Context: an optimization exercise on an open-source flow, tuned for small area and a short achievable clock period. The choices shown serve that exercise and are no tape-out recipe. Where RTL was checked, it was by simulation tests only, not by an equivalence proof against the original. No activity file was given, so power comes from the tool's default toggle rates.

==> flow/design.v (excerpt) <==
module array_multiplier (
	input  logic                     clk,
	input  logic                     reset,
	input  logic                     in_valid,
	input  mult_sizes_pkg::operand_t x,
	input  mult_sizes_pkg::operand_t y,
	output logic                     product_valid,
	output mult_sizes_pkg::product_t product
);
	logic r866;
	logic r867;
	logic r868;
	logic r869;
	logic r870;
	logic r871;
	logic r872;
	logic r873;
	logic r874;
	logic r875;
	logic r876;
	logic r877;
	logic r878;
	logic r879;
	logic r880;
	logic r881;
	logic r882;
	logic r883;
	logic r884;
	logic r885;
	logic r886;
	logic r887;
	logic r888;
	logic r889;
	logic r890;
	logic r891;
	logic r892;
	logic r893;
	logic r894;
	logic r895;
	logic r896;
	logic r897;
	logic r898;
	logic r899;
	logic r900;
	logic r901;
	logic r902;
	logic r903;
	logic r904;
	logic r905;
	logic r906;
	logic r907;
	logic r908;
	logic r909;
	logic r910;
	logic r911;
	logic r912;
	logic r913;
	logic r914;
	logic r915;
	logic r916;
	logic r917;
	logic r918;
	logic r919;
	logic r920;
	logic r921;
	logic r922;
	logic r923;
	logic r924;
	logic r925;
	logic r926;
	logic r927;
	logic r928;
	logic r929;
	logic r930;
	logic r931;
	logic r932;
	logic r933;
	logic r934;
	logic r935;
	logic r936;
	logic r937;
	logic r938;
	logic r939;
	logic r940;
	logic r941;
	logic r942;
	logic r943;
	logic r944;
	logic r945;
	logic r946;
	logic r947;
	logic r948;
	logic r949;
	logic r950;
	logic r951;
	logic r952;
	logic r953;
	logic r954;
	logic r955;
	logic r956;
	logic r957;
	logic r958;
	logic r959;
	logic r960;
	logic r961;
	logic r962;
	logic r963;
	logic r964;
	logic r965;
	logic r966;
	logic r967;
	logic r968;
  ...
Settings: LEC_CHECK=0, CAP_MARGIN=20, CORE_MARGIN=2, CORE_UTILIZATION=40, SETUP_SLACK_MARGIN=3.7, SLEW_MARGIN=20, SYNTH_HIERARCHICAL=1; clock period 6.0 ns.
standard.sh (not shown) runs the stock make flow with config.mk's settings and CLKGATE_MAP_FILE= SYNTH_SCRIPT=/design/flow/synth_recipe.tcl, a recipe that flattens the netlist after the stock synthesis.
==> flow/flow/run.sh <==
#!/bin/bash
# Layout flow: the standard ORFS flow (standard.sh, unchanged synthesis),
# with smaller port buffers and a clock tree built from clkbuf_8 without
# dummy loads. Each tool's output goes to a log file in this folder.
set -euo pipefail
export BUFFER_PORTS_ARGS="-buffer_cell sky130_fd_sc_hd__buf_1"
export CTS_ARGS="-sink_clustering_enable -repair_clock_nets -buf_list sky130_fd_sc_hd__clkbuf_8 -dont_use_dummy_load"
bash standard.sh finish > flow_make.log 2>&1
The starting point passed the timing, DRC and antenna checks.
Rerun with:
--- a/flow/flow/run.sh
+++ b/flow/flow/run.sh
@@ -6,3 +6,3 @@
 export BUFFER_PORTS_ARGS="-buffer_cell sky130_fd_sc_hd__buf_1"
-export CTS_ARGS="-sink_clustering_enable -repair_clock_nets -buf_list sky130_fd_sc_hd__clkbuf_8 -dont_use_dummy_load"
+export CTS_ARGS="-sink_clustering_enable -repair_clock_nets -sink_clustering_size 12 -sink_clustering_max_diameter 60 -buf_list sky130_fd_sc_hd__clkbuf_8 -dont_use_dummy_load"
 bash standard.sh finish > flow_make.log 2>&1
- wire length stays flat
- cell count came out lower slightly
- core utilization came out lower by 0.38 points
- sequential power stays flat
- register-to-register slack gains 0.03 ns
- fmax came out higher slightly
- power came out lower by a few percent
- global-route usage came out lower by 0.23 points
- setup slack gains 0.025 ns
- clock skew came out lower by 0.017 ns
- die area does not change
No functional check of the RTL was part of any run of this note.

* * *

Another version of the RTL of array_multiplier (not shown whole).
Size in the first run: roughly 860 cells after synthesis, about 68 I/O pins, roughly 0.0098 mm2 of cells after synthesis.
export LEC_CHECK = 0
export CAP_MARGIN = 20
export CORE_MARGIN = 2
export CORE_UTILIZATION = 40
export SETUP_SLACK_MARGIN = 2.8
export SLEW_MARGIN = 20
export SYNTH_HIERARCHICAL = 1
create_clock -name core_clock -period 6.0 [get_ports {clk}]
==> flow/flow/run.sh <==
#!/bin/bash
# Layout flow: the standard ORFS flow (standard.sh, unchanged synthesis),
# with smaller port buffers and a clock tree built from clkbuf_8 without
# dummy loads. Each tool's output goes to a log file in this folder.
set -euo pipefail
export BUFFER_PORTS_ARGS="-buffer_cell sky130_fd_sc_hd__buf_1"
export CTS_ARGS="-sink_clustering_enable -repair_clock_nets -buf_list sky130_fd_sc_hd__clkbuf_8 -dont_use_dummy_load"
bash standard.sh finish > flow_make.log 2>&1
The baseline completed with no timing, DRC or antenna violations.
Rerun with:
Settings changed: SETUP_SLACK_MARGIN 2.8 to 2.4.
After rerunning:
- area after synthesis is unchanged
- via count grows by 2.3%
- sequential cell count is unchanged
- count of clock-buffer cells in the layout stays the same
- total power grows by 1.1%
- wire length grows by 5.7%
- sequential power stays flat

[afterwards: timing with drivers on the ports]
In the flow no input, the clock included, has a driving cell. The finished layouts below were timed again as built, in two steps.
Step 1 sets driving cells, clkbuf_16 on the clock port and buf_2 on the other inputs (assumed; they add their load-dependent delay and slew).
Step 2, shift: input delay + t, output delay - t, t = (earliest + latest rising clock arrival at the registers) / 2. This alone moves slack from input paths to output paths.
a / b / c = ideal / step 1 / step 2; a / b = the first two.
run	t (ns)	setup slack, ns	hold WS [ns]	clock arrival spread, ns	worst data-port slew with drivers (ns)
the first run of note 1	0.528	3.682 / 3.682 / 3.682	0.321 / 0.321 / 0.321	0.064 / 0.064	0.04
the second run of note 1	0.566	3.707 / 3.707 / 3.707	0.314 / 0.314 / 0.314	0.044 / 0.043	0.04
the first run of note 2	0.471	2.782 / 2.802 / 2.331	0.329 / 0.329 / 0.329	0.049 / 0.049	0.04
the second run of note 2	0.482	2.440 / 2.449 / 1.967	0.316 / 0.316 / 0.316	0.041 / 0.041	0.05
After both steps setup and hold are still met in every run listed. For the second run of note 2, which loses most, drivers alone change the setup slack by +0.009 ns; drivers and shift together by -0.473 ns.
